Source: an optimization exercise on an open RTL-to-GDS flow (aim: small area, a short achievable clock period and few clock cycles per item). Production flows keep margins and buffers that such runs may drop. No functional check of the RTL was part of this run.

`run.sh`:
```
#!/bin/bash
# synth_recipe.tcl (not shown) runs the flow's synth.tcl, then flattens the netlist and writes it again
# the make line also repeats each setting of config.mk as NAME=value (left out here)
make -C /OpenROAD-flow-scripts/flow DESIGN_CONFIG=/design/flow/config.mk WORK_HOME=/design/flow/orfs CLKGATE_MAP_FILE= SYNTH_SCRIPT=/design/flow/synth_recipe.tcl finish
```
`config.mk`:
```
export PLATFORM = sky130hd
export DESIGN_NAME = macc_control_top
export DESIGN_NICKNAME = macc_control_top
export VERILOG_FILES = /design/flow/design.v
export SDC_FILE = /design/flow/constraint.sdc
export NUM_CORES = 4
export LEC_CHECK = 0
export CAP_MARGIN = 20
export CORE_MARGIN = 2
export CORE_UTILIZATION = 40
export SETUP_SLACK_MARGIN = 3.5
export SLEW_MARGIN = 20
export SYNTH_HIERARCHICAL = 1
export SYNTH_MINIMUM_KEEP_SIZE = 0
```
`constraint.sdc`:
```
create_clock -name core_clock -period 7.0 [get_ports {clk}]
set_input_delay 1.4000 -clock core_clock [delete_from_list [all_inputs] [get_ports {clk}]]
set_output_delay 1.4000 -clock core_clock [all_outputs]
set_load 0.01 [all_outputs]
```
`design.v`:
```
`default_nettype none
package macc_pkg;
  typedef logic signed [16-1:0] data_t;  
  typedef logic signed [(2*16 + 4)-1:0] acc_t;  
  typedef logic [4-1:0] len_t;  
  typedef logic [4-1:0] filt_t;  
endpackage
`default_nettype wire
`timescale 1ns/1ps
`default_nettype none
module psum_sequencer (
  input logic clk,
  input logic rst_n,
  input logic mac_begin,
  input logic acc_begin,
  input macc_pkg::len_t conv_len,
  input macc_pkg::filt_t filter_num,
  output logic issue_first,  
  output logic issue_last,  
  output logic issue_end,  
  output logic run_acc,  
  output logic mul_enable,
  output logic acc_enable,
  output macc_pkg::len_t cnt_a,
  output macc_pkg::filt_t cnt_b
);
  logic idle;
  logic start_mul;
  logic start_acc;
  logic a_last;  
  logic b_last;  
  macc_pkg::len_t a_inc;
  macc_pkg::filt_t b_inc;
  assign idle = ~mul_enable & ~acc_enable;
  assign start_mul = idle & mac_begin & ~acc_begin;
  assign start_acc = idle & acc_begin & ~mac_begin;
  assign a_inc = cnt_a + 1'b1;
  assign b_inc = cnt_b + 1'b1;
  assign a_last = (a_inc == (acc_enable ? filter_num : conv_len));
  assign b_last = (b_inc == filter_num);
  always_ff @(posedge clk or negedge rst_n) begin
    if (!rst_n) begin
      mul_enable <= 1'b0;
      acc_enable <= 1'b0;
    end else begin
      mul_enable <= start_mul | (mul_enable & ~(a_last & b_last));
      acc_enable <= start_acc | (acc_enable & ~a_last);
    end
  end
  always_ff @(posedge clk) begin
    if (start_mul | start_acc) begin
      run_acc <= start_acc;
    end
    if (start_mul | start_acc | (mul_enable & a_last)) begin
      cnt_a <= '0;
    end else begin
      cnt_a <= a_inc;
    end
    if (start_mul) begin
      cnt_b <= '0;
    end else if (mul_enable & a_last) begin
      cnt_b <= b_inc;
    end
  end
  assign issue_first = ~mul_enable | (cnt_a == '0);
  assign issue_last = acc_enable | (mul_enable & a_last);
  assign issue_end = (acc_enable | mul_enable) & a_last & (acc_enable | b_last);
endmodule
`default_nettype wire
`timescale 1ns/1ps
`default_nettype none
module operand_stage (
  input logic clk,
  input logic rst_n,
  input logic acc_enable,
  input logic issue_first,
  input logic issue_last,
  input logic issue_end,
  input macc_pkg::data_t weight_in,
  input macc_pkg::data_t ifmap_in,
  input macc_pkg::data_t external_psum,
  input macc_pkg::acc_t internal_psum,
  output logic op_keep_s,  
  output logic op_keep_c,
  output logic op_use_i,  
  output logic op_last,
  output logic op_end,
  output macc_pkg::data_t op_w,
  output logic [7:0] op_one,  
  output logic [7:0] op_two,
  output logic [7:0] op_neg,
  output macc_pkg::acc_t op_i
);
  logic [1:0] acc_pipe;
  logic [1:0] first_pipe;
  logic [2:0] last_pipe;
  logic [2:0] end_pipe;
  logic pad_acc;  
  macc_pkg::data_t x;
  logic [16:0] xe;  
  always_ff @(posedge clk or negedge rst_n) begin
    if (!rst_n) begin
      last_pipe <= '0;
      end_pipe <= '0;
    end else begin
      last_pipe <= {last_pipe[1:0], issue_last};
      end_pipe <= {end_pipe[1:0], issue_end};
    end
  end
  assign pad_acc = acc_pipe[1];
  assign op_last = last_pipe[2];
  assign op_end = end_pipe[2];
  assign x = pad_acc ? macc_pkg::data_t'(1) : ifmap_in;
  assign xe = {x, 1'b0};
  always_ff @(posedge clk) begin
    acc_pipe <= {acc_pipe[0], acc_enable};
    first_pipe <= {first_pipe[0], issue_first};
    op_keep_s <= ~first_pipe[1];
    op_keep_c <= ~first_pipe[1];
    op_use_i <= pad_acc;
    op_w <= pad_acc ? external_psum : weight_in;
    op_i <= internal_psum;
    for (int i = 0; i < 8; i++) begin
      op_one[i] <= xe[2*i+1] ^ xe[2*i];
      op_two[i] <= (xe[2*i+2] & ~xe[2*i+1] & ~xe[2*i]) | (~xe[2*i+2] & xe[2*i+1] & xe[2*i]);
      op_neg[i] <= xe[2*i+2];
    end
  end
endmodule
`default_nettype wire
`timescale 1ns/1ps
`default_nettype none
module macc_unit (
  input logic clk,
  input logic rst_n,
  input logic op_keep_s,
  input logic op_keep_c,
  input logic op_use_i,
  input logic op_last,
  input logic op_end,
  input logic run_acc,
  input macc_pkg::data_t op_w,
  input logic [7:0] op_one,
  input logic [7:0] op_two,
  input logic [7:0] op_neg,
  input macc_pkg::acc_t op_i,
  output macc_pkg::acc_t accum_out,
  output logic psum_store,
  output logic mac_finish,
  output logic acc_finish
);
  logic [(2*16 + 4)-1:0] s_q;  
  logic [(2*16 + 4)-1:0] c_q;
  logic [(2*16 + 4)-1:0] s_fb;
  logic [(2*16 + 4)-1:0] c_fb;
  logic [(2*16 + 4)-1:0] s_d;
  logic [(2*16 + 4)-1:0] c_d;
  logic sum_last;
  logic sum_end;
  assign s_fb = (s_q & {(2*16 + 4){op_keep_s}}) | (op_i & {(2*16 + 4){op_use_i}});
  assign c_fb = c_q & {(2*16 + 4){op_keep_c}};
  macc_tree u_tree (
    .w (op_w),
    .one (op_one),
    .two (op_two),
    .neg (op_neg),
    .sfb (s_fb),
    .cfb (c_fb),
    .s_o (s_d),
    .c_o (c_d)
  );
  always_ff @(posedge clk) begin
    s_q <= s_d;
    c_q <= c_d;
    accum_out <= s_q + c_q;
  end
  always_ff @(posedge clk or negedge rst_n) begin
    if (!rst_n) begin
      sum_last <= 1'b0;
      sum_end <= 1'b0;
      psum_store <= 1'b0;
      mac_finish <= 1'b0;
      acc_finish <= 1'b0;
    end else begin
      sum_last <= op_last;
      sum_end <= op_end;
      psum_store <= sum_last;
      mac_finish <= sum_end & ~run_acc;
      acc_finish <= sum_end & run_acc;
    end
  end
endmodule
module macc_tree (
  input  logic [15:0] w,
  input  logic [7:0] one,
  input  logic [7:0] two,
  input  logic [7:0] neg,
  input  logic [35:0] sfb,
  input  logic [35:0] cfb,
  output logic [35:0] s_o,
  output logic [35:0] c_o
);
  wire pp0_0 = ((one[0] & w[0]) | (two[0] & 1'b0)) ^ neg[0];
  wire pp0_1 = ((one[0] & w[1]) | (two[0] & w[0])) ^ neg[0];
  wire pp0_2 = ((one[0] & w[2]) | (two[0] & w[1])) ^ neg[0];
  wire pp0_3 = ((one[0] & w[3]) | (two[0] & w[2])) ^ neg[0];
  wire pp0_4 = ((one[0] & w[4]) | (two[0] & w[3])) ^ neg[0];
  wire pp0_5 = ((one[0] & w[5]) | (two[0] & w[4])) ^ neg[0];
  wire pp0_6 = ((one[0] & w[6]) | (two[0] & w[5])) ^ neg[0];
  wire pp0_7 = ((one[0] & w[7]) | (two[0] & w[6])) ^ neg[0];
  wire pp0_8 = ((one[0] & w[8]) | (two[0] & w[7])) ^ neg[0];
  wire pp0_9 = ((one[0] & w[9]) | (two[0] & w[8])) ^ neg[0];
  wire pp0_10 = ((one[0] & w[10]) | (two[0] & w[9])) ^ neg[0];
  wire pp0_11 = ((one[0] & w[11]) | (two[0] & w[10])) ^ neg[0];
  wire pp0_12 = ((one[0] & w[12]) | (two[0] & w[11])) ^ neg[0];
  wire pp0_13 = ((one[0] & w[13]) | (two[0] & w[12])) ^ neg[0];
  wire pp0_14 = ((one[0] & w[14]) | (two[0] & w[13])) ^ neg[0];
  wire pp0_15 = ((one[0] & w[15]) | (two[0] & w[14])) ^ neg[0];
  wire pp0_16 = ~(((one[0] & w[15]) | (two[0] & w[15])) ^ neg[0]);
  wire pp1_0 = ((one[1] & w[0]) | (two[1] & 1'b0)) ^ neg[1];
  wire pp1_1 = ((one[1] & w[1]) | (two[1] & w[0])) ^ neg[1];
  wire pp1_2 = ((one[1] & w[2]) | (two[1] & w[1])) ^ neg[1];
  wire pp1_3 = ((one[1] & w[3]) | (two[1] & w[2])) ^ neg[1];
  wire pp1_4 = ((one[1] & w[4]) | (two[1] & w[3])) ^ neg[1];
  wire pp1_5 = ((one[1] & w[5]) | (two[1] & w[4])) ^ neg[1];
  wire pp1_6 = ((one[1] & w[6]) | (two[1] & w[5])) ^ neg[1];
  wire pp1_7 = ((one[1] & w[7]) | (two[1] & w[6])) ^ neg[1];
  wire pp1_8 = ((one[1] & w[8]) | (two[1] & w[7])) ^ neg[1];
  wire pp1_9 = ((one[1] & w[9]) | (two[1] & w[8])) ^ neg[1];
  wire pp1_10 = ((one[1] & w[10]) | (two[1] & w[9])) ^ neg[1];
  wire pp1_11 = ((one[1] & w[11]) | (two[1] & w[10])) ^ neg[1];
  wire pp1_12 = ((one[1] & w[12]) | (two[1] & w[11])) ^ neg[1];
  wire pp1_13 = ((one[1] & w[13]) | (two[1] & w[12])) ^ neg[1];
  wire pp1_14 = ((one[1] & w[14]) | (two[1] & w[13])) ^ neg[1];
  wire pp1_15 = ((one[1] & w[15]) | (two[1] & w[14])) ^ neg[1];
  wire pp1_16 = ~(((one[1] & w[15]) | (two[1] & w[15])) ^ neg[1]);
  wire pp2_0 = ((one[2] & w[0]) | (two[2] & 1'b0)) ^ neg[2];
  wire pp2_1 = ((one[2] & w[1]) | (two[2] & w[0])) ^ neg[2];
  wire pp2_2 = ((one[2] & w[2]) | (two[2] & w[1])) ^ neg[2];
  wire pp2_3 = ((one[2] & w[3]) | (two[2] & w[2])) ^ neg[2];
  wire pp2_4 = ((one[2] & w[4]) | (two[2] & w[3])) ^ neg[2];
  wire pp2_5 = ((one[2] & w[5]) | (two[2] & w[4])) ^ neg[2];
  wire pp2_6 = ((one[2] & w[6]) | (two[2] & w[5])) ^ neg[2];
  wire pp2_7 = ((one[2] & w[7]) | (two[2] & w[6])) ^ neg[2];
  wire pp2_8 = ((one[2] & w[8]) | (two[2] & w[7])) ^ neg[2];
  wire pp2_9 = ((one[2] & w[9]) | (two[2] & w[8])) ^ neg[2];
  wire pp2_10 = ((one[2] & w[10]) | (two[2] & w[9])) ^ neg[2];
  wire pp2_11 = ((one[2] & w[11]) | (two[2] & w[10])) ^ neg[2];
  wire pp2_12 = ((one[2] & w[12]) | (two[2] & w[11])) ^ neg[2];
  wire pp2_13 = ((one[2] & w[13]) | (two[2] & w[12])) ^ neg[2];
  wire pp2_14 = ((one[2] & w[14]) | (two[2] & w[13])) ^ neg[2];
  wire pp2_15 = ((one[2] & w[15]) | (two[2] & w[14])) ^ neg[2];
  wire pp2_16 = ~(((one[2] & w[15]) | (two[2] & w[15])) ^ neg[2]);
  wire pp3_0 = ((one[3] & w[0]) | (two[3] & 1'b0)) ^ neg[3];
  wire pp3_1 = ((one[3] & w[1]) | (two[3] & w[0])) ^ neg[3];
  wire pp3_2 = ((one[3] & w[2]) | (two[3] & w[1])) ^ neg[3];
  wire pp3_3 = ((one[3] & w[3]) | (two[3] & w[2])) ^ neg[3];
  wire pp3_4 = ((one[3] & w[4]) | (two[3] & w[3])) ^ neg[3];
  wire pp3_5 = ((one[3] & w[5]) | (two[3] & w[4])) ^ neg[3];
  wire pp3_6 = ((one[3] & w[6]) | (two[3] & w[5])) ^ neg[3];
  wire pp3_7 = ((one[3] & w[7]) | (two[3] & w[6])) ^ neg[3];
  wire pp3_8 = ((one[3] & w[8]) | (two[3] & w[7])) ^ neg[3];
  wire pp3_9 = ((one[3] & w[9]) | (two[3] & w[8])) ^ neg[3];
  wire pp3_10 = ((one[3] & w[10]) | (two[3] & w[9])) ^ neg[3];
  wire pp3_11 = ((one[3] & w[11]) | (two[3] & w[10])) ^ neg[3];
  wire pp3_12 = ((one[3] & w[12]) | (two[3] & w[11])) ^ neg[3];
  wire pp3_13 = ((one[3] & w[13]) | (two[3] & w[12])) ^ neg[3];
  wire pp3_14 = ((one[3] & w[14]) | (two[3] & w[13])) ^ neg[3];
  wire pp3_15 = ((one[3] & w[15]) | (two[3] & w[14])) ^ neg[3];
  wire pp3_16 = ~(((one[3] & w[15]) | (two[3] & w[15])) ^ neg[3]);
  wire pp4_0 = ((one[4] & w[0]) | (two[4] & 1'b0)) ^ neg[4];
  wire pp4_1 = ((one[4] & w[1]) | (two[4] & w[0])) ^ neg[4];
  wire pp4_2 = ((one[4] & w[2]) | (two[4] & w[1])) ^ neg[4];
  wire pp4_3 = ((one[4] & w[3]) | (two[4] & w[2])) ^ neg[4];
  wire pp4_4 = ((one[4] & w[4]) | (two[4] & w[3])) ^ neg[4];
  wire pp4_5 = ((one[4] & w[5]) | (two[4] & w[4])) ^ neg[4];
  wire pp4_6 = ((one[4] & w[6]) | (two[4] & w[5])) ^ neg[4];
  wire pp4_7 = ((one[4] & w[7]) | (two[4] & w[6])) ^ neg[4];
  wire pp4_8 = ((one[4] & w[8]) | (two[4] & w[7])) ^ neg[4];
  wire pp4_9 = ((one[4] & w[9]) | (two[4] & w[8])) ^ neg[4];
  wire pp4_10 = ((one[4] & w[10]) | (two[4] & w[9])) ^ neg[4];
  wire pp4_11 = ((one[4] & w[11]) | (two[4] & w[10])) ^ neg[4];
  wire pp4_12 = ((one[4] & w[12]) | (two[4] & w[11])) ^ neg[4];
  wire pp4_13 = ((one[4] & w[13]) | (two[4] & w[12])) ^ neg[4];
  wire pp4_14 = ((one[4] & w[14]) | (two[4] & w[13])) ^ neg[4];
  wire pp4_15 = ((one[4] & w[15]) | (two[4] & w[14])) ^ neg[4];
  wire pp4_16 = ~(((one[4] & w[15]) | (two[4] & w[15])) ^ neg[4]);
  wire pp5_0 = ((one[5] & w[0]) | (two[5] & 1'b0)) ^ neg[5];
  wire pp5_1 = ((one[5] & w[1]) | (two[5] & w[0])) ^ neg[5];
  wire pp5_2 = ((one[5] & w[2]) | (two[5] & w[1])) ^ neg[5];
  wire pp5_3 = ((one[5] & w[3]) | (two[5] & w[2])) ^ neg[5];
  wire pp5_4 = ((one[5] & w[4]) | (two[5] & w[3])) ^ neg[5];
  wire pp5_5 = ((one[5] & w[5]) | (two[5] & w[4])) ^ neg[5];
  wire pp5_6 = ((one[5] & w[6]) | (two[5] & w[5])) ^ neg[5];
  wire pp5_7 = ((one[5] & w[7]) | (two[5] & w[6])) ^ neg[5];
  wire pp5_8 = ((one[5] & w[8]) | (two[5] & w[7])) ^ neg[5];
  wire pp5_9 = ((one[5] & w[9]) | (two[5] & w[8])) ^ neg[5];
  wire pp5_10 = ((one[5] & w[10]) | (two[5] & w[9])) ^ neg[5];
  wire pp5_11 = ((one[5] & w[11]) | (two[5] & w[10])) ^ neg[5];
  wire pp5_12 = ((one[5] & w[12]) | (two[5] & w[11])) ^ neg[5];
  wire pp5_13 = ((one[5] & w[13]) | (two[5] & w[12])) ^ neg[5];
  wire pp5_14 = ((one[5] & w[14]) | (two[5] & w[13])) ^ neg[5];
  wire pp5_15 = ((one[5] & w[15]) | (two[5] & w[14])) ^ neg[5];
  wire pp5_16 = ~(((one[5] & w[15]) | (two[5] & w[15])) ^ neg[5]);
  wire pp6_0 = ((one[6] & w[0]) | (two[6] & 1'b0)) ^ neg[6];
  wire pp6_1 = ((one[6] & w[1]) | (two[6] & w[0])) ^ neg[6];
  wire pp6_2 = ((one[6] & w[2]) | (two[6] & w[1])) ^ neg[6];
  wire pp6_3 = ((one[6] & w[3]) | (two[6] & w[2])) ^ neg[6];
  wire pp6_4 = ((one[6] & w[4]) | (two[6] & w[3])) ^ neg[6];
  wire pp6_5 = ((one[6] & w[5]) | (two[6] & w[4])) ^ neg[6];
  wire pp6_6 = ((one[6] & w[6]) | (two[6] & w[5])) ^ neg[6];
  wire pp6_7 = ((one[6] & w[7]) | (two[6] & w[6])) ^ neg[6];
  wire pp6_8 = ((one[6] & w[8]) | (two[6] & w[7])) ^ neg[6];
  wire pp6_9 = ((one[6] & w[9]) | (two[6] & w[8])) ^ neg[6];
  wire pp6_10 = ((one[6] & w[10]) | (two[6] & w[9])) ^ neg[6];
  wire pp6_11 = ((one[6] & w[11]) | (two[6] & w[10])) ^ neg[6];
  wire pp6_12 = ((one[6] & w[12]) | (two[6] & w[11])) ^ neg[6];
  wire pp6_13 = ((one[6] & w[13]) | (two[6] & w[12])) ^ neg[6];
  wire pp6_14 = ((one[6] & w[14]) | (two[6] & w[13])) ^ neg[6];
  wire pp6_15 = ((one[6] & w[15]) | (two[6] & w[14])) ^ neg[6];
  wire pp6_16 = ~(((one[6] & w[15]) | (two[6] & w[15])) ^ neg[6]);
  wire pp7_0 = ((one[7] & w[0]) | (two[7] & 1'b0)) ^ neg[7];
  wire pp7_1 = ((one[7] & w[1]) | (two[7] & w[0])) ^ neg[7];
  wire pp7_2 = ((one[7] & w[2]) | (two[7] & w[1])) ^ neg[7];
  wire pp7_3 = ((one[7] & w[3]) | (two[7] & w[2])) ^ neg[7];
  wire pp7_4 = ((one[7] & w[4]) | (two[7] & w[3])) ^ neg[7];
  wire pp7_5 = ((one[7] & w[5]) | (two[7] & w[4])) ^ neg[7];
  wire pp7_6 = ((one[7] & w[6]) | (two[7] & w[5])) ^ neg[7];
  wire pp7_7 = ((one[7] & w[7]) | (two[7] & w[6])) ^ neg[7];
  wire pp7_8 = ((one[7] & w[8]) | (two[7] & w[7])) ^ neg[7];
  wire pp7_9 = ((one[7] & w[9]) | (two[7] & w[8])) ^ neg[7];
  wire pp7_10 = ((one[7] & w[10]) | (two[7] & w[9])) ^ neg[7];
  wire pp7_11 = ((one[7] & w[11]) | (two[7] & w[10])) ^ neg[7];
  wire pp7_12 = ((one[7] & w[12]) | (two[7] & w[11])) ^ neg[7];
  wire pp7_13 = ((one[7] & w[13]) | (two[7] & w[12])) ^ neg[7];
  wire pp7_14 = ((one[7] & w[14]) | (two[7] & w[13])) ^ neg[7];
  wire pp7_15 = ((one[7] & w[15]) | (two[7] & w[14])) ^ neg[7];
  wire pp7_16 = ~(((one[7] & w[15]) | (two[7] & w[15])) ^ neg[7]);
  wire s1, s1c;
  macc_fa u_s1 (.a(neg[0]), .b(sfb[0]), .c(cfb[0]), .s(s1), .co(s1c));
  wire s2, s2c;
  macc_fa u_s2 (.a(sfb[1]), .b(cfb[1]), .c(pp0_1), .s(s2), .co(s2c));
  wire s3, s3c;
  macc_fa u_s3 (.a(neg[1]), .b(sfb[2]), .c(cfb[2]), .s(s3), .co(s3c));
  wire s4, s4c;
  macc_fa u_s4 (.a(pp0_2), .b(pp1_0), .c(s3), .s(s4), .co(s4c));
  wire s5, s5c;
  macc_fa u_s5 (.a(sfb[3]), .b(cfb[3]), .c(pp0_3), .s(s5), .co(s5c));
  wire s6, s6c;
  macc_fa u_s6 (.a(pp1_1), .b(s3c), .c(s5), .s(s6), .co(s6c));
  wire s7, s7c;
  macc_fa u_s7 (.a(neg[2]), .b(sfb[4]), .c(cfb[4]), .s(s7), .co(s7c));
  wire s8, s8c;
  macc_fa u_s8 (.a(pp0_4), .b(pp1_2), .c(pp2_0), .s(s8), .co(s8c));
  wire s9, s9c;
  macc_fa u_s9 (.a(s7), .b(s5c), .c(s8), .s(s9), .co(s9c));
  wire s10, s10c;
  macc_fa u_s10 (.a(sfb[5]), .b(cfb[5]), .c(pp0_5), .s(s10), .co(s10c));
  wire s11, s11c;
  macc_fa u_s11 (.a(pp1_3), .b(pp2_1), .c(s7c), .s(s11), .co(s11c));
  wire s12, s12c;
  macc_fa u_s12 (.a(s8c), .b(s10), .c(s11), .s(s12), .co(s12c));
  wire s13, s13c;
  macc_fa u_s13 (.a(neg[3]), .b(sfb[6]), .c(cfb[6]), .s(s13), .co(s13c));
  wire s14, s14c;
  macc_fa u_s14 (.a(pp0_6), .b(pp1_4), .c(pp2_2), .s(s14), .co(s14c));
  wire s15, s15c;
  macc_fa u_s15 (.a(pp3_0), .b(s13), .c(s10c), .s(s15), .co(s15c));
  wire s16, s16c;
  macc_fa u_s16 (.a(s14), .b(s11c), .c(s15), .s(s16), .co(s16c));
  wire s17, s17c;
  macc_fa u_s17 (.a(sfb[7]), .b(cfb[7]), .c(pp0_7), .s(s17), .co(s17c));
  wire s18, s18c;
  macc_fa u_s18 (.a(pp1_5), .b(pp2_3), .c(pp3_1), .s(s18), .co(s18c));
  wire s19, s19c;
  macc_fa u_s19 (.a(s13c), .b(s14c), .c(s17), .s(s19), .co(s19c));
  wire s20, s20c;
  macc_fa u_s20 (.a(s18), .b(s15c), .c(s19), .s(s20), .co(s20c));
  wire s21, s21c;
  macc_fa u_s21 (.a(neg[4]), .b(sfb[8]), .c(cfb[8]), .s(s21), .co(s21c));
  wire s22, s22c;
  macc_fa u_s22 (.a(pp0_8), .b(pp1_6), .c(pp2_4), .s(s22), .co(s22c));
  wire s23, s23c;
  macc_fa u_s23 (.a(pp3_2), .b(pp4_0), .c(s21), .s(s23), .co(s23c));
  wire s24, s24c;
  macc_fa u_s24 (.a(s17c), .b(s18c), .c(s22), .s(s24), .co(s24c));
  wire s25, s25c;
  macc_fa u_s25 (.a(s23), .b(s19c), .c(s24), .s(s25), .co(s25c));
  wire s26, s26c;
  macc_fa u_s26 (.a(sfb[9]), .b(cfb[9]), .c(pp0_9), .s(s26), .co(s26c));
  wire s27, s27c;
  macc_fa u_s27 (.a(pp1_7), .b(pp2_5), .c(pp3_3), .s(s27), .co(s27c));
  wire s28, s28c;
  macc_fa u_s28 (.a(pp4_1), .b(s21c), .c(s22c), .s(s28), .co(s28c));
  wire s29, s29c;
  macc_fa u_s29 (.a(s26), .b(s27), .c(s23c), .s(s29), .co(s29c));
  wire s30, s30c;
  macc_fa u_s30 (.a(s24c), .b(s28), .c(s29), .s(s30), .co(s30c));
  wire s31, s31c;
  macc_fa u_s31 (.a(neg[5]), .b(sfb[10]), .c(cfb[10]), .s(s31), .co(s31c));
  wire s32, s32c;
  macc_fa u_s32 (.a(pp0_10), .b(pp1_8), .c(pp2_6), .s(s32), .co(s32c));
  wire s33, s33c;
  macc_fa u_s33 (.a(pp3_4), .b(pp4_2), .c(pp5_0), .s(s33), .co(s33c));
  wire s34, s34c;
  macc_fa u_s34 (.a(s31), .b(s26c), .c(s27c), .s(s34), .co(s34c));
  wire s35, s35c;
  macc_fa u_s35 (.a(s32), .b(s33), .c(s28c), .s(s35), .co(s35c));
  wire s36, s36c;
  macc_fa u_s36 (.a(s34), .b(s29c), .c(s35), .s(s36), .co(s36c));
  wire s37, s37c;
  macc_fa u_s37 (.a(sfb[11]), .b(cfb[11]), .c(pp0_11), .s(s37), .co(s37c));
  wire s38, s38c;
  macc_fa u_s38 (.a(pp1_9), .b(pp2_7), .c(pp3_5), .s(s38), .co(s38c));
  wire s39, s39c;
  macc_fa u_s39 (.a(pp4_3), .b(pp5_1), .c(s31c), .s(s39), .co(s39c));
  wire s40, s40c;
  macc_fa u_s40 (.a(s32c), .b(s33c), .c(s37), .s(s40), .co(s40c));
  wire s41, s41c;
  macc_fa u_s41 (.a(s38), .b(s39), .c(s34c), .s(s41), .co(s41c));
  wire s42, s42c;
  macc_fa u_s42 (.a(s40), .b(s35c), .c(s41), .s(s42), .co(s42c));
  wire s43, s43c;
  macc_fa u_s43 (.a(neg[6]), .b(sfb[12]), .c(cfb[12]), .s(s43), .co(s43c));
  wire s44, s44c;
  macc_fa u_s44 (.a(pp0_12), .b(pp1_10), .c(pp2_8), .s(s44), .co(s44c));
  wire s45, s45c;
  macc_fa u_s45 (.a(pp3_6), .b(pp4_4), .c(pp5_2), .s(s45), .co(s45c));
  wire s46, s46c;
  macc_fa u_s46 (.a(pp6_0), .b(s43), .c(s37c), .s(s46), .co(s46c));
  wire s47, s47c;
  macc_fa u_s47 (.a(s38c), .b(s44), .c(s45), .s(s47), .co(s47c));
  wire s48, s48c;
  macc_fa u_s48 (.a(s39c), .b(s40c), .c(s46), .s(s48), .co(s48c));
  wire s49, s49c;
  macc_fa u_s49 (.a(s47), .b(s41c), .c(s48), .s(s49), .co(s49c));
  wire s50, s50c;
  macc_fa u_s50 (.a(sfb[13]), .b(cfb[13]), .c(pp0_13), .s(s50), .co(s50c));
  wire s51, s51c;
  macc_fa u_s51 (.a(pp1_11), .b(pp2_9), .c(pp3_7), .s(s51), .co(s51c));
  wire s52, s52c;
  macc_fa u_s52 (.a(pp4_5), .b(pp5_3), .c(pp6_1), .s(s52), .co(s52c));
  wire s53, s53c;
  macc_fa u_s53 (.a(s43c), .b(s44c), .c(s45c), .s(s53), .co(s53c));
  wire s54, s54c;
  macc_fa u_s54 (.a(s50), .b(s51), .c(s52), .s(s54), .co(s54c));
  wire s55, s55c;
  macc_fa u_s55 (.a(s46c), .b(s47c), .c(s53), .s(s55), .co(s55c));
  wire s56, s56c;
  macc_fa u_s56 (.a(s54), .b(s48c), .c(s55), .s(s56), .co(s56c));
  wire s57, s57c;
  macc_fa u_s57 (.a(neg[7]), .b(sfb[14]), .c(cfb[14]), .s(s57), .co(s57c));
  wire s58, s58c;
  macc_fa u_s58 (.a(pp0_14), .b(pp1_12), .c(pp2_10), .s(s58), .co(s58c));
  wire s59, s59c;
  macc_fa u_s59 (.a(pp3_8), .b(pp4_6), .c(pp5_4), .s(s59), .co(s59c));
  wire s60, s60c;
  macc_fa u_s60 (.a(pp6_2), .b(pp7_0), .c(s57), .s(s60), .co(s60c));
  wire s61, s61c;
  macc_fa u_s61 (.a(s50c), .b(s51c), .c(s52c), .s(s61), .co(s61c));
  wire s62, s62c;
  macc_fa u_s62 (.a(s58), .b(s59), .c(s60), .s(s62), .co(s62c));
  wire s63, s63c;
  macc_fa u_s63 (.a(s53c), .b(s54c), .c(s61), .s(s63), .co(s63c));
  wire s64, s64c;
  macc_fa u_s64 (.a(s62), .b(s55c), .c(s63), .s(s64), .co(s64c));
  wire s65, s65c;
  macc_fa u_s65 (.a(sfb[15]), .b(cfb[15]), .c(pp0_15), .s(s65), .co(s65c));
  wire s66, s66c;
  macc_fa u_s66 (.a(pp1_13), .b(pp2_11), .c(pp3_9), .s(s66), .co(s66c));
  wire s67, s67c;
  macc_fa u_s67 (.a(pp4_7), .b(pp5_5), .c(pp6_3), .s(s67), .co(s67c));
  wire s68, s68c;
  macc_fa u_s68 (.a(pp7_1), .b(s57c), .c(s58c), .s(s68), .co(s68c));
  wire s69, s69c;
  macc_fa u_s69 (.a(s59c), .b(s65), .c(s66), .s(s69), .co(s69c));
  wire s70, s70c;
  macc_fa u_s70 (.a(s67), .b(s60c), .c(s61c), .s(s70), .co(s70c));
  wire s71, s71c;
  macc_fa u_s71 (.a(s68), .b(s69), .c(s62c), .s(s71), .co(s71c));
  wire s72, s72c;
  macc_fa u_s72 (.a(s63c), .b(s70), .c(s71), .s(s72), .co(s72c));
  wire s73, s73c;
  macc_fa u_s73 (.a(1'b1), .b(sfb[16]), .c(cfb[16]), .s(s73), .co(s73c));
  wire s74, s74c;
  macc_fa u_s74 (.a(pp0_16), .b(pp1_14), .c(pp2_12), .s(s74), .co(s74c));
  wire s75, s75c;
  macc_fa u_s75 (.a(pp3_10), .b(pp4_8), .c(pp5_6), .s(s75), .co(s75c));
  wire s76, s76c;
  macc_fa u_s76 (.a(pp6_4), .b(pp7_2), .c(s73), .s(s76), .co(s76c));
  wire s77, s77c;
  macc_fa u_s77 (.a(s65c), .b(s66c), .c(s67c), .s(s77), .co(s77c));
  wire s78, s78c;
  macc_fa u_s78 (.a(s74), .b(s75), .c(s76), .s(s78), .co(s78c));
  wire s79, s79c;
  macc_fa u_s79 (.a(s68c), .b(s69c), .c(s77), .s(s79), .co(s79c));
  wire s80, s80c;
  macc_fa u_s80 (.a(s78), .b(s70c), .c(s79), .s(s80), .co(s80c));
  wire h81, h81c;
  macc_ha u_h81 (.a(s71c), .b(s80), .s(h81), .co(h81c));
  wire s82, s82c;
  macc_fa u_s82 (.a(1'b1), .b(sfb[17]), .c(cfb[17]), .s(s82), .co(s82c));
  wire s83, s83c;
  macc_fa u_s83 (.a(pp1_15), .b(pp2_13), .c(pp3_11), .s(s83), .co(s83c));
  wire s84, s84c;
  macc_fa u_s84 (.a(pp4_9), .b(pp5_7), .c(pp6_5), .s(s84), .co(s84c));
  wire s85, s85c;
  macc_fa u_s85 (.a(pp7_3), .b(s73c), .c(s82), .s(s85), .co(s85c));
  wire s86, s86c;
  macc_fa u_s86 (.a(s74c), .b(s75c), .c(s83), .s(s86), .co(s86c));
  wire s87, s87c;
  macc_fa u_s87 (.a(s84), .b(s76c), .c(s85), .s(s87), .co(s87c));
  wire s88, s88c;
  macc_fa u_s88 (.a(s77c), .b(s86), .c(s78c), .s(s88), .co(s88c));
  wire s89, s89c;
  macc_fa u_s89 (.a(s87), .b(s79c), .c(s88), .s(s89), .co(s89c));
  wire h90, h90c;
  macc_ha u_h90 (.a(s80c), .b(s89), .s(h90), .co(h90c));
  wire s91, s91c;
  macc_fa u_s91 (.a(sfb[18]), .b(cfb[18]), .c(pp1_16), .s(s91), .co(s91c));
  wire s92, s92c;
  macc_fa u_s92 (.a(pp2_14), .b(pp3_12), .c(pp4_10), .s(s92), .co(s92c));
  wire s93, s93c;
  macc_fa u_s93 (.a(pp5_8), .b(pp6_6), .c(pp7_4), .s(s93), .co(s93c));
  wire s94, s94c;
  macc_fa u_s94 (.a(s82c), .b(s83c), .c(s84c), .s(s94), .co(s94c));
  wire s95, s95c;
  macc_fa u_s95 (.a(s91), .b(s92), .c(s93), .s(s95), .co(s95c));
  wire s96, s96c;
  macc_fa u_s96 (.a(s85c), .b(s86c), .c(s94), .s(s96), .co(s96c));
  wire s97, s97c;
  macc_fa u_s97 (.a(s95), .b(s87c), .c(s96), .s(s97), .co(s97c));
  wire s98, s98c;
  macc_fa u_s98 (.a(s88c), .b(s97), .c(s89c), .s(s98), .co(s98c));
  wire s99, s99c;
  macc_fa u_s99 (.a(1'b1), .b(sfb[19]), .c(cfb[19]), .s(s99), .co(s99c));
  wire s100, s100c;
  macc_fa u_s100 (.a(pp2_15), .b(pp3_13), .c(pp4_11), .s(s100), .co(s100c));
  wire s101, s101c;
  macc_fa u_s101 (.a(pp5_9), .b(pp6_7), .c(pp7_5), .s(s101), .co(s101c));
  wire s102, s102c;
  macc_fa u_s102 (.a(s99), .b(s91c), .c(s92c), .s(s102), .co(s102c));
  wire s103, s103c;
  macc_fa u_s103 (.a(s93c), .b(s100), .c(s101), .s(s103), .co(s103c));
  wire s104, s104c;
  macc_fa u_s104 (.a(s94c), .b(s95c), .c(s102), .s(s104), .co(s104c));
  wire s105, s105c;
  macc_fa u_s105 (.a(s103), .b(s96c), .c(s104), .s(s105), .co(s105c));
  wire h106, h106c;
  macc_ha u_h106 (.a(s97c), .b(s105), .s(h106), .co(h106c));
  wire s107, s107c;
  macc_fa u_s107 (.a(sfb[20]), .b(cfb[20]), .c(pp2_16), .s(s107), .co(s107c));
  wire s108, s108c;
  macc_fa u_s108 (.a(pp3_14), .b(pp4_12), .c(pp5_10), .s(s108), .co(s108c));
  wire s109, s109c;
  macc_fa u_s109 (.a(pp6_8), .b(pp7_6), .c(s99c), .s(s109), .co(s109c));
  wire s110, s110c;
  macc_fa u_s110 (.a(s100c), .b(s101c), .c(s107), .s(s110), .co(s110c));
  wire s111, s111c;
  macc_fa u_s111 (.a(s108), .b(s109), .c(s102c), .s(s111), .co(s111c));
  wire s112, s112c;
  macc_fa u_s112 (.a(s103c), .b(s110), .c(s104c), .s(s112), .co(s112c));
  wire s113, s113c;
  macc_fa u_s113 (.a(s111), .b(s105c), .c(s112), .s(s113), .co(s113c));
  wire s114, s114c;
  macc_fa u_s114 (.a(1'b1), .b(sfb[21]), .c(cfb[21]), .s(s114), .co(s114c));
  wire s115, s115c;
  macc_fa u_s115 (.a(pp3_15), .b(pp4_13), .c(pp5_11), .s(s115), .co(s115c));
  wire s116, s116c;
  macc_fa u_s116 (.a(pp6_9), .b(pp7_7), .c(s114), .s(s116), .co(s116c));
  wire s117, s117c;
  macc_fa u_s117 (.a(s107c), .b(s108c), .c(s115), .s(s117), .co(s117c));
  wire s118, s118c;
  macc_fa u_s118 (.a(s109c), .b(s116), .c(s110c), .s(s118), .co(s118c));
  wire s119, s119c;
  macc_fa u_s119 (.a(s117), .b(s111c), .c(s118), .s(s119), .co(s119c));
  wire h120, h120c;
  macc_ha u_h120 (.a(s112c), .b(s119), .s(h120), .co(h120c));
  wire s121, s121c;
  macc_fa u_s121 (.a(sfb[22]), .b(cfb[22]), .c(pp3_16), .s(s121), .co(s121c));
  wire s122, s122c;
  macc_fa u_s122 (.a(pp4_14), .b(pp5_12), .c(pp6_10), .s(s122), .co(s122c));
  wire s123, s123c;
  macc_fa u_s123 (.a(pp7_8), .b(s114c), .c(s115c), .s(s123), .co(s123c));
  wire s124, s124c;
  macc_fa u_s124 (.a(s121), .b(s122), .c(s116c), .s(s124), .co(s124c));
  wire s125, s125c;
  macc_fa u_s125 (.a(s117c), .b(s123), .c(s124), .s(s125), .co(s125c));
  wire s126, s126c;
  macc_fa u_s126 (.a(s118c), .b(s125), .c(s119c), .s(s126), .co(s126c));
  wire s127, s127c;
  macc_fa u_s127 (.a(1'b1), .b(sfb[23]), .c(cfb[23]), .s(s127), .co(s127c));
  wire s128, s128c;
  macc_fa u_s128 (.a(pp4_15), .b(pp5_13), .c(pp6_11), .s(s128), .co(s128c));
  wire s129, s129c;
  macc_fa u_s129 (.a(pp7_9), .b(s127), .c(s121c), .s(s129), .co(s129c));
  wire s130, s130c;
  macc_fa u_s130 (.a(s122c), .b(s128), .c(s123c), .s(s130), .co(s130c));
  wire s131, s131c;
  macc_fa u_s131 (.a(s129), .b(s124c), .c(s130), .s(s131), .co(s131c));
  wire h132, h132c;
  macc_ha u_h132 (.a(s125c), .b(s131), .s(h132), .co(h132c));
  wire s133, s133c;
  macc_fa u_s133 (.a(sfb[24]), .b(cfb[24]), .c(pp4_16), .s(s133), .co(s133c));
  wire s134, s134c;
  macc_fa u_s134 (.a(pp5_14), .b(pp6_12), .c(pp7_10), .s(s134), .co(s134c));
  wire s135, s135c;
  macc_fa u_s135 (.a(s127c), .b(s128c), .c(s133), .s(s135), .co(s135c));
  wire s136, s136c;
  macc_fa u_s136 (.a(s134), .b(s129c), .c(s135), .s(s136), .co(s136c));
  wire s137, s137c;
  macc_fa u_s137 (.a(s130c), .b(s136), .c(s131c), .s(s137), .co(s137c));
  wire s138, s138c;
  macc_fa u_s138 (.a(1'b1), .b(sfb[25]), .c(cfb[25]), .s(s138), .co(s138c));
  wire s139, s139c;
  macc_fa u_s139 (.a(pp5_15), .b(pp6_13), .c(pp7_11), .s(s139), .co(s139c));
  wire s140, s140c;
  macc_fa u_s140 (.a(s138), .b(s133c), .c(s134c), .s(s140), .co(s140c));
  wire s141, s141c;
  macc_fa u_s141 (.a(s139), .b(s135c), .c(s140), .s(s141), .co(s141c));
  wire h142, h142c;
  macc_ha u_h142 (.a(s136c), .b(s141), .s(h142), .co(h142c));
  wire s143, s143c;
  macc_fa u_s143 (.a(sfb[26]), .b(cfb[26]), .c(pp5_16), .s(s143), .co(s143c));
  wire s144, s144c;
  macc_fa u_s144 (.a(pp6_14), .b(pp7_12), .c(s138c), .s(s144), .co(s144c));
  wire s145, s145c;
  macc_fa u_s145 (.a(s139c), .b(s143), .c(s144), .s(s145), .co(s145c));
  wire s146, s146c;
  macc_fa u_s146 (.a(s140c), .b(s145), .c(s141c), .s(s146), .co(s146c));
  wire s147, s147c;
  macc_fa u_s147 (.a(1'b1), .b(sfb[27]), .c(cfb[27]), .s(s147), .co(s147c));
  wire s148, s148c;
  macc_fa u_s148 (.a(pp6_15), .b(pp7_13), .c(s147), .s(s148), .co(s148c));
  wire s149, s149c;
  macc_fa u_s149 (.a(s143c), .b(s144c), .c(s148), .s(s149), .co(s149c));
  wire h150, h150c;
  macc_ha u_h150 (.a(s145c), .b(s149), .s(h150), .co(h150c));
  wire s151, s151c;
  macc_fa u_s151 (.a(sfb[28]), .b(cfb[28]), .c(pp6_16), .s(s151), .co(s151c));
  wire s152, s152c;
  macc_fa u_s152 (.a(pp7_14), .b(s147c), .c(s151), .s(s152), .co(s152c));
  wire s153, s153c;
  macc_fa u_s153 (.a(s148c), .b(s152), .c(s149c), .s(s153), .co(s153c));
  wire s154, s154c;
  macc_fa u_s154 (.a(1'b1), .b(sfb[29]), .c(cfb[29]), .s(s154), .co(s154c));
  wire s155, s155c;
  macc_fa u_s155 (.a(pp7_15), .b(s154), .c(s151c), .s(s155), .co(s155c));
  wire h156, h156c;
  macc_ha u_h156 (.a(s152c), .b(s155), .s(h156), .co(h156c));
  wire s157, s157c;
  macc_fa u_s157 (.a(sfb[30]), .b(cfb[30]), .c(pp7_16), .s(s157), .co(s157c));
  wire s158, s158c;
  macc_fa u_s158 (.a(s154c), .b(s157), .c(s155c), .s(s158), .co(s158c));
  wire s159, s159c;
  macc_fa u_s159 (.a(1'b1), .b(sfb[31]), .c(cfb[31]), .s(s159), .co(s159c));
  wire h160, h160c;
  macc_ha u_h160 (.a(s159), .b(s157c), .s(h160), .co(h160c));
  wire s161, s161c;
  macc_fa u_s161 (.a(1'b1), .b(sfb[32]), .c(cfb[32]), .s(s161), .co(s161c));
  wire h162, h162c;
  macc_ha u_h162 (.a(s159c), .b(s161), .s(h162), .co(h162c));
  wire s163, s163c;
  macc_fa u_s163 (.a(1'b1), .b(sfb[33]), .c(cfb[33]), .s(s163), .co(s163c));
  wire h164, h164c;
  macc_ha u_h164 (.a(s161c), .b(s163), .s(h164), .co(h164c));
  wire s165, s165c;
  macc_fa u_s165 (.a(1'b1), .b(sfb[34]), .c(cfb[34]), .s(s165), .co(s165c));
  wire h166, h166c;
  macc_ha u_h166 (.a(s163c), .b(s165), .s(h166), .co(h166c));
  wire s167, s167c;
  macc_fa u_s167 (.a(1'b1), .b(sfb[35]), .c(cfb[35]), .s(s167), .co(s167c));
  wire h168, h168c;
  macc_ha u_h168 (.a(s165c), .b(s167), .s(h168), .co(h168c));
  assign s_o[0] = pp0_0;
  assign c_o[0] = s1;
  assign s_o[1] = s1c;
  assign c_o[1] = s2;
  assign s_o[2] = s2c;
  assign c_o[2] = s4;
  assign s_o[3] = s4c;
  assign c_o[3] = s6;
  assign s_o[4] = s6c;
  assign c_o[4] = s9;
  assign s_o[5] = s9c;
  assign c_o[5] = s12;
  assign s_o[6] = s12c;
  assign c_o[6] = s16;
  assign s_o[7] = s16c;
  assign c_o[7] = s20;
  assign s_o[8] = s20c;
  assign c_o[8] = s25;
  assign s_o[9] = s25c;
  assign c_o[9] = s30;
  assign s_o[10] = s30c;
  assign c_o[10] = s36;
  assign s_o[11] = s36c;
  assign c_o[11] = s42;
  assign s_o[12] = s42c;
  assign c_o[12] = s49;
  assign s_o[13] = s49c;
  assign c_o[13] = s56;
  assign s_o[14] = s56c;
  assign c_o[14] = s64;
  assign s_o[15] = s64c;
  assign c_o[15] = s72;
  assign s_o[16] = s72c;
  assign c_o[16] = h81;
  assign s_o[17] = h81c;
  assign c_o[17] = h90;
  assign s_o[18] = h90c;
  assign c_o[18] = s98;
  assign s_o[19] = h106;
  assign c_o[19] = s98c;
  assign s_o[20] = h106c;
  assign c_o[20] = s113;
  assign s_o[21] = h120;
  assign c_o[21] = s113c;
  assign s_o[22] = h120c;
  assign c_o[22] = s126;
  assign s_o[23] = h132;
  assign c_o[23] = s126c;
  assign s_o[24] = h132c;
  assign c_o[24] = s137;
  assign s_o[25] = h142;
  assign c_o[25] = s137c;
  assign s_o[26] = h142c;
  assign c_o[26] = s146;
  assign s_o[27] = h150;
  assign c_o[27] = s146c;
  assign s_o[28] = h150c;
  assign c_o[28] = s153;
  assign s_o[29] = h156;
  assign c_o[29] = s153c;
  assign s_o[30] = h156c;
  assign c_o[30] = s158;
  assign s_o[31] = h160;
  assign c_o[31] = s158c;
  assign s_o[32] = h162;
  assign c_o[32] = h160c;
  assign s_o[33] = h162c;
  assign c_o[33] = h164;
  assign s_o[34] = h164c;
  assign c_o[34] = h166;
  assign s_o[35] = h166c;
  assign c_o[35] = h168;
endmodule
module macc_fa (input logic a, input logic b, input logic c, output logic s, output logic co);
  assign s = a ^ b ^ c;
  assign co = (a & b) | (a & c) | (b & c);
endmodule
module macc_ha (input logic a, input logic b, output logic s, output logic co);
  assign s = a ^ b;
  assign co = a & b;
endmodule
`default_nettype wire
`timescale 1ns/1ps
`default_nettype none
module macc_control_top (
  input logic clk,
  input logic rst_n,
  input logic mac_begin,
  input logic acc_begin,
  input macc_pkg::len_t conv_len,
  input macc_pkg::filt_t filter_num,
  input macc_pkg::data_t weight_in,
  input macc_pkg::data_t ifmap_in,
  input macc_pkg::data_t external_psum,
  input macc_pkg::acc_t internal_psum,
  output logic mul_enable,
  output logic acc_enable,
  output macc_pkg::len_t cnt_a,
  output macc_pkg::filt_t cnt_b,
  output macc_pkg::acc_t accum_out,
  output logic psum_store,
  output logic mac_finish,
  output logic acc_finish
);
  logic issue_first;
  logic issue_last;
  logic issue_end;
  logic run_acc;
  logic op_keep_s;
  logic op_keep_c;
  logic op_use_i;
  logic op_last;
  logic op_end;
  macc_pkg::data_t op_w;
  logic [7:0] op_one;
  logic [7:0] op_two;
  logic [7:0] op_neg;
  macc_pkg::acc_t op_i;
  psum_sequencer u_seq (
    .clk (clk),
    .rst_n (rst_n),
    .mac_begin (mac_begin),
    .acc_begin (acc_begin),
    .conv_len (conv_len),
    .filter_num (filter_num),
    .issue_first (issue_first),
    .issue_last (issue_last),
    .issue_end (issue_end),
    .run_acc (run_acc),
    .mul_enable (mul_enable),
    .acc_enable (acc_enable),
    .cnt_a (cnt_a),
    .cnt_b (cnt_b)
  );
  operand_stage u_ops (
    .clk (clk),
    .rst_n (rst_n),
    .acc_enable (acc_enable),
    .issue_first (issue_first),
    .issue_last (issue_last),
    .issue_end (issue_end),
    .weight_in (weight_in),
    .ifmap_in (ifmap_in),
    .external_psum (external_psum),
    .internal_psum (internal_psum),
    .op_keep_s (op_keep_s),
    .op_keep_c (op_keep_c),
    .op_use_i (op_use_i),
    .op_last (op_last),
    .op_end (op_end),
    .op_w (op_w),
    .op_one (op_one),
    .op_two (op_two),
    .op_neg (op_neg),
    .op_i (op_i)
  );
  macc_unit u_mac (
    .clk (clk),
    .rst_n (rst_n),
    .op_keep_s (op_keep_s),
    .op_keep_c (op_keep_c),
    .op_use_i (op_use_i),
    .op_last (op_last),
    .op_end (op_end),
    .run_acc (run_acc),
    .op_w (op_w),
    .op_one (op_one),
    .op_two (op_two),
    .op_neg (op_neg),
    .op_i (op_i),
    .accum_out (accum_out),
    .psum_store (psum_store),
    .mac_finish (mac_finish),
    .acc_finish (acc_finish)
  );
endmodule
`default_nettype wire
```
==> key figures <==
Outcome
  • Status: timing/DRC/antenna clean

Clocking
  • Latest clock arrival within the worst-skew pair: 0.53 ns
  • Max H-tree Level: 1
  • CTS tree: done
  • Root buffer cell: clkbuf_16
  • CTS max path bufs: 3
  • Sink Count: 212
  • Hold-fix buffers, CTS: 0
  • CTS clk-pin slew, worst paths: 0.06 ns
  • Inserted Clock Buffers: 25

Logic synthesis
  • Most used flip-flop cell after synthesis: dfxtp_1
  • Post-synthesis simple-gate area fraction: 7.66%
  • Compound-Gate Fraction of Synth Area: 14.8%
  • Yosys cell types: 72
  • Post-synthesis cell area: 0.0146 sq mm
  • Sequential area share after synthesis: 29.7%
  • Yosys reg bits: 212
  • Post-synth EDFFs: 1
  • Combinational family with the most area after synthesis: adder cells
  • Adder and majority gate portion of the synthesized area: 25.8%
  • Synth Instances: 1,289
  • Post-Syn Area per Cell: 11.3 sq um
  • Synth Warn #: 9
  • Synth Area in XOR/XNOR: 11.3%
  • Mux cell area share after synthesis: 1.72%
  • Share of async-settable or async-resettable flops after synthesis: 6.13%

STA
  • Finish-stage setup viols: 0
  • Peak Freq: 292 MHz
  • Unrepaired setup endpoints after global routing: true
  • Skew final: 0.0154 ns
  • Actual slew at the worst max-slew pin: 0.944 ns
  • Hold Vio Cnt, Final: 0
  • Tcrit/Tclk final: 49.0%
  • Setup TNS: 0 ns
  • Fin crit period: 3.43 ns
  • Max-slew violations: 0
  • Relative slew margins: 37.1%

Detailed routing
  • Drt pass-1 iters: 5
  • Final wirelength: 34.5 mm
  • Vias per cell: 5.22
  • Avg WL per Cell: 19.2 microns
  • Total number of vias: 9,379
  • DR DRC count: 0
  • Antenna Nets Post-Route: 0
  • Iteration-0 DRC Markers: 715

Worst setup path
  • Crit path max fanout: 7
  • Critical path type: register to register
  • Worst-path cell chain: buf_12 > a22o_1 > fa_1 > fa_1 > fa_2 > fa_1 > fa_2 > fa_1
  • CP startpoint kind: register
  • Slowest cell on crit path: fa_1
  • Most common cell on crit path: fa_1
  • CP Data Arrival Time: 3.83 ns
  • Delay-heaviest family, CP: adder cells
  • Worst path max stage delay: 0.52 ns
  • Data required, critical path: 7.40 ns
  • Crit. End Element: register
  • CP Buf/Inv Count: 1

Finish
  • Area delta synth->final: 13.2%
  • Finished Layout Cells: 1,796
  • Antenna cells: 0
  • Nets: 1,624
  • Share of post-route cells with drive strength above 1: 10.8%

Place
  • Hpwl dp: 25.8 mm
  • GP Congestion: 0.849
  • Input/output buffers: 144
  • Placed insts: 1,745

Floorplanning
  • Die Y: 195 microns
  • Starting Density: 40.7%
  • Core area: 0.0357 sq mm
  • DIE AREA: 0.0379 sq mm
  • Die width: 195 microns
  • Row cnt: 69
  • I/O pin total: 145

Run
  • Max cap viols: 0

GRT
  • First-pass GRT wire length: 54.9 mm
  • GR Overflow Total: 0
  • GRT Total Usage: 18.2%
  • Largest net degree at the start of global routing: 41
  • Vias in the first global route: 9,716
  • Initial antenna violation count: 0

Hold path
  • Worst hold path class: register to register
repair_timing:
item | 4_1_cts | 5_1_grt
pin swaps | 0 | 3
setup buffers | 1 | 6
gates resized for setup | 41 | 19
cloned | 1 | 2
setup endpoints to repair | 20 | 7
routing by layer:
| layer | vias up | track usage (%) | routed length (microns) |
|---|---|---|---|
| li1 | 4408 | - | - |
| met1 | 4612 | 27.1 | 16800 |
| met2 | 320 | 26.8 | 14600 |
| met3 | 39 | 4.29 | 2580 |
| met4 | 0 | 4.27 | 561 |
| met5 | - | 0 | 0 |
cells in the final DEF, fill, tap and decap left out, types with 10 or more instances in the layout:
cell / n
xnor2_1: 160
dfxtp_1: 159
fa_1: 153
clkdlybuf4s50_1: 144
a22oi_1: 98
ha_1: 51
nand2_1: 40
and2_1: 40
nor2_1: 37
a22o_1: 36
a21oi_1: 34
clkbuf_16: 28
xor2_1: 25
o21ai_0: 23
a22oi_2: 22
dfxtp_2: 22
dfxtp_4: 17
mux2_1: 16
nand3_1: 14
inv_1: 14
conb_1: 13
dfrtp_1: 13
a21o_1: 12
buf_4: 10
per-stage QoR:
step | cell area [sq um] | setup slack (ns) | hold WS [ns] | utilization (%)
5_1_grt | 16500 | 3.48 | 0.332 | 46.1
2_1_floorplan | 14600 | 3.45 | 0.310 | -
6_report | 16500 | 3.57 | 0.327 | 46.1
4_1_cts | 16300 | 3.49 | 0.328 | 45.7
3_3_place_gp | 15400 | 2.91 | 0.311 | 43.1
3_5_place_dp | 15400 | 2.87 | 0.315 | 43.1
per-module statistics from Yosys, one instance, submodules excluded, excerpt:
module	cells	cell area (sq um)	copies in the design	flip-flops and latches
macc_unit	477	4860	1	113
psum_sequencer	72	674	1	11
macc_tree	416	3420	1	0
operand_stage	156	2340	1	88
macc_fa	1	20.0	155	0
macc_ha	1	12.5	13	0
path summary, 6_finish.rpt:
kind	slack, ns	from	cells past startpoint	to
min reg2reg	0.33	u_ops.acc_pipe[0]$_DFF_P_	0	u_ops.acc_pipe[1]$_DFF_P_
min	0.33	u_ops.acc_pipe[0]$_DFF_P_	0	u_ops.acc_pipe[1]$_DFF_P_
max in group asynchronous	5.40	rst_n	1	u_ops.last_pipe[2]$_DFF_PN0_
max	3.57	u_ops.op_keep_c$_DFF_P_	8	u_mac.c_q[18]$_DFF_P_
max reg2reg	3.57	u_ops.op_keep_c$_DFF_P_	8	u_mac.c_q[18]$_DFF_P_
min in group asynchronous	1.23	rst_n	1	u_mac.mac_finish$_DFF_PN0_
sequential cells by signal, indices dropped and copies added, names as in the netlist, 8 cells and up:
signal,cells
u_mac.accum_out,36
u_mac.c_q,36
u_mac.s_q,36
u_ops.op_i,36
u_ops.op_neg,8
u_ops.op_one,8
u_ops.op_two,8
u_ops.op_w,16
cell families after synthesis:
family / count (synthesis)
simple gates: 201
fa+ha+maj: 207
flops: 212
buf+inv: 180
other cells: 1
xor+xnor: 186
compound gates: 279
mux: 23
worst reg2reg max path: cells and delay by family (launching register included):
family | cells | cell delay [ns]
AO/OA/AOI/OAI | 1 | 0.25
buffers and inverters | 1 | 0.13
flip-flops | 1 | 0.35
adder cells (fa/ha/maj) | 6 | 2.59
cell usage after synthesis (all sizes together), types with 6 or more instances:
| master | number | area share (%) |
|---|---|---|
| dfxtp | 198 | 27 |
| xnor2 | 160 | 9.6 |
| fa | 156 | 21 |
| buf | 150 | 8.2 |
| a22oi | 120 | 6.9 |
| ha | 51 | 4.4 |
| a21oi | 43 | 1.8 |
| nand2 | 41 | 1.1 |
| and2 | 40 | 1.7 |
| nor2 | 37 | 0.95 |
| a22o | 36 | 2.2 |
| o21ai | 28 | 0.96 |
| xor2 | 25 | 1.5 |
| clkbuf | 16 | 0.42 |
| mux2 | 16 | 1.2 |
| inv | 14 | 0.36 |
| nand3 | 14 | 0.48 |
| dfrtp | 13 | 2.2 |
| nor2b | 13 | 0.66 |
| a21o | 12 | 0.62 |
| nor3 | 9 | 0.34 |
| nand3b | 8 | 0.41 |
| a31oi | 7 | 0.40 |
| mux2i | 7 | 0.48 |
| or3b | 7 | 0.42 |
| and3 | 6 | 0.27 |
| nand2b | 6 | 0.26 |
area by class of cell:
class / instances / area [sq um]
clock inverters: 7 / 87.6
multi-input cells: 909 / 8990
flip-flops and latches: 212 / 4410
clock buffers: 34 / 731
fillers: 3328 / 19300
repair buffers: 159 / 1640
inverters: 14 / 52.6
well taps: 461 / 577

## what the ideal ports hide
Ports are ideal in the flow. The routed layout listed here was re-timed in OpenROAD. Step 1, drivers: a clkbuf_16 drives clk and a buf_2 each remaining input, both assumed. Step 2 moves the port delays by t, midway between the first and last clock arrival at a register: inputs arrive t later, outputs are due t later. That takes back most of the time a late clock gives input paths. Three values: no drivers, after step 1, after step 2; two values: the first two.
shift t [ns]: 0.577
setup slack, ns: 3.570 / 3.570 / 3.422
worst data-port slew with drivers (ns): 0.07
After both steps this run still meets setup and hold. For this run, drivers alone change the setup slack by 0.000 ns; drivers and shift together by -0.148 ns.
